What follows belongs to an exercise in optimizing a design on an open flow for small area, a short achievable clock period and few clock cycles; a production flow would make more cautious choices.
The RTL was checked by simulation tests, not by an equivalence proof against the original design.
No activity file was given, so power comes from the tool's default toggle rates.

exp/cedar:
## param_wallace_multiplier
module param_wallace_multiplier
#(
    parameter int WIDTH = 32
) (
    input  logic                 clk,
    input  logic                 rst,
    input  logic [WIDTH-1:0]     a,
    input  logic [WIDTH-1:0]     b,
    input  logic                 signed_mode,
    input  logic                 in_valid,
    output logic                 in_ready,
    output logic [2*WIDTH-1:0]   product,
    output logic                 out_valid,
    input  logic                 out_ready
);
    logic [121:0] r_q;
    logic [121:0] r_d;
    logic        v_q;
    logic        adv_s;
    logic [51:0] row_x;
    logic [51:0] row_y;
    logic [11:0] lo_x;
    logic [11:0] lo_y;
    logic [12:0] lo_s;
    logic [52:0] hi_s;
    logic [33:0] ax;
    logic [34:0] bx;
    logic [33:0] xa_0;
    logic [33:0] xa_1;
    logic [33:0] xa_2;
    logic [33:0] xa_3;
    logic [33:0] xa_4;
    logic [33:0] xa_5;
    logic [33:0] xa_6;
    logic [33:0] xa_7;
    logic [33:0] xa_8;
    logic [33:0] xa_9;
    logic [33:0] xa_10;
    logic [33:0] xa_11;
    logic [33:0] xa_12;
    logic [33:0] xa_13;
    logic [33:0] xa_14;
    logic [33:0] xa_15;
    logic [33:0] xa_16;
    logic one_0;
    logic two_0;
    logic neg_0;
    logic pp_0_0;
    logic pp_0_1;
    logic pp_0_2;
    logic pp_0_3;
    logic pp_0_4;
    logic pp_0_5;
    logic pp_0_6;
    logic pp_0_7;
    logic pp_0_8;
    logic pp_0_9;
    logic pp_0_10;
    logic pp_0_11;
    logic pp_0_12;
    logic pp_0_13;
    logic pp_0_14;
    logic pp_0_15;
    logic pp_0_16;
    logic pp_0_17;
    logic pp_0_18;
    logic pp_0_19;
    logic pp_0_20;
    logic pp_0_21;
    logic pp_0_22;
    logic pp_0_23;
    logic pp_0_24;
    logic pp_0_25;
    logic pp_0_26;
    logic pp_0_27;
    logic pp_0_28;
    logic pp_0_29;
    logic pp_0_30;
    logic pp_0_31;
    logic pp_0_32;
    logic pp_0_33;
    logic one_1;
    logic two_1;
    logic neg_1;
    logic pp_1_0;
    logic pp_1_1;
    logic pp_1_2;
  ...
Size: about 2800 cells after synthesis, ~120 flip-flops, roughly 0.028 mm² of cells after synthesis.
Settings: LEC_CHECK=0, ABC_CLOCK_PERIOD_IN_PS=5000, CAP_MARGIN=20, CORE_MARGIN=2, CORE_UTILIZATION=40, GPL_ROUTABILITY_DRIVEN=0, SETUP_SLACK_MARGIN=4.0, SLEW_MARGIN=20; clock period 10.0 ns.
standard.sh (not shown) runs the stock make flow with config.mk's settings and CLKGATE_MAP_FILE= SYNTH_SCRIPT=/design/flow/synth_recipe.tcl, a recipe that flattens the netlist after the stock synthesis.
==> flow/flow/run.sh <==
#!/bin/bash
# Own layout flow: the standard ORFS flow, with Yosys's generic "abc -fast"
# inside "synth" skipped (SYNTH_ARGS=-noabc). That pass re-maps the
# XOR3/majority full-adder logic before ORFS's extract_fa, which then finds the
# adders in inverted form and leaves an inverter on most adder-to-adder nets.
# Everything else (registers, their names, the final ABC mapping, floorplan,
# placement, CTS, routing) is the standard flow.
set -euo pipefail
bash standard.sh SYNTH_ARGS=-noabc finish > standard_flow.log 2>&1
Testbench counts of exp/cedar, summed over its fixed seeds: cycles 2,408.
Modified inputs, exp/xenon compared to exp/cedar
- CTS_BUF_LIST now sky130_fd_sc_hd__clkbuf_4 sky130_fd_sc_hd__clkbuf_8, previously not set
- GPL_ROUTABILITY_DRIVEN no longer set, was 0
==> comparison <==
exp/xenon does worse than exp/cedar on net switching power.
Core utilization of the finished layout: exp/xenon vs exp/cedar down 1.3 points
For the detail-routed net length per standard cell, exp/xenon came in about 0.4% lower than exp/cedar did.
Against exp/cedar, exp/xenon reports a clock share of power that is lower.
Comparing exp/cedar with exp/xenon, the met1 wire length came out essentially unchanged.
Changes observed in exp/xenon relative to exp/cedar: area of the multi-input gates saw a decrease, core region area was more or less identical, half-perimeter wire length of the detailed placement result shows an increase of about 1.2%, wire length down about 0.9%.
exp/xenon vs exp/cedar on antenna diode count: exp/xenon is the higher one.
On sequential share of layout area: exp/xenon sits above exp/cedar.
The end of the critical path comes out r_q[3] in one run and r_q[73] in the other, namely in exp/cedar and exp/xenon respectively.
Edits applied to the flow inputs when going from exp/xenon to exp/garnet:
- SETUP_SLACK_MARGIN now 4.05, was 4.0
- CTS_BUF_LIST no longer set, was sky130_fd_sc_hd__clkbuf_4 sky130_fd_sc_hd__clkbuf_8
Findings:
exp/garnet went all the way through the flow, and no timing, DRC or antenna check failed.
Compared with exp/xenon, exp/garnet shows a count of TritonRoute iterations in the first routing pass that is 2 lower.
On exp/garnet: total length of routed met3 wires is 0.75% lower than what exp/xenon gave.
exp/garnet ended up with sky130_fd_sc_hd__clkdlybuf4s50_1 as its slowest cell on the critical path; exp/xenon ended up with sky130_fd_sc_hd__ha_4.
Worst setup slack for register-to-register paths: exp/garnet > exp/xenon
exp/garnet has number of antenna violations at the first check in global routing above what exp/xenon had.
exp/garnet — instance count on the critical path 1 higher, exp/xenon as reference
Between exp/xenon and exp/garnet, the difference in number of cells after detailed placement is negligible.
#### Input delta (exp/fjord over exp/garnet)
- SETUP_SLACK_MARGIN changed from 4.05 to 4.0
--- a/flow/flow/run.sh
+++ b/flow/flow/run.sh
@@ -7,3 +7,3 @@
 # placement, CTS, routing) is the standard flow.
 set -euo pipefail
-bash standard.sh SYNTH_ARGS=-noabc finish > standard_flow.log 2>&1
+bash standard.sh SYNTH_ARGS=-noabc SETUP_MOVE_SEQUENCE=unbuffer,sizeup,swap finish > standard_flow.log 2>&1
### Flow results
- exp/fjord vs exp/garnet, area growth from synthesis to final layout went down by 7.8 points.
- Compared to exp/garnet, exp/fjord reaches a lower achievable clock.
- exp/fjord: switching part of the total is 1.2 points higher than what exp/garnet reported.
- exp/fjord does better than exp/garnet on design area.
- Between exp/fjord and exp/garnet, the difference in worst setup skew after layout is negligible.
- In the tables for exp/fjord and exp/garnet, area share of buffers outside the clock network reads lower with exp/fjord.
- NOTE: post-layout utilization of the core in exp/fjord falls short of that of exp/garnet

port drivers added, routing unchanged:
No port has a modelled driver above. Below, the same layouts with a new extraction and two added sets of constraints.
Step 1: set_driving_cell puts a clkbuf_16 on clk and a buf_2 on each other input, an assumption about the parent block.
Step 2 moves the port delays by t, midway between the first and last clock arrival at a register: inputs arrive t later, outputs are due t later. That takes back most of the time a late clock gives input paths.
Three values: no drivers, after step 1, after step 2; two values: the first two.
run	shift t [ns]	setup slack, ns	worst register clock-pin slew, ns
exp/cedar	0.567	3.973 / 3.949 / 3.448	0.07 / 0.07
exp/xenon	0.603	3.932 / 3.972 / 3.368	0.10 / 0.10
exp/garnet	0.556	4.043 / 3.983 / 3.537	0.07 / 0.07
exp/fjord	0.540	3.599 / 3.607 / 3.067	0.07 / 0.07
After both steps setup and hold are still met in every run listed. The setup slack of exp/xenon, which loses most, moves by +0.040 ns with the drivers and by -0.564 ns with both steps.
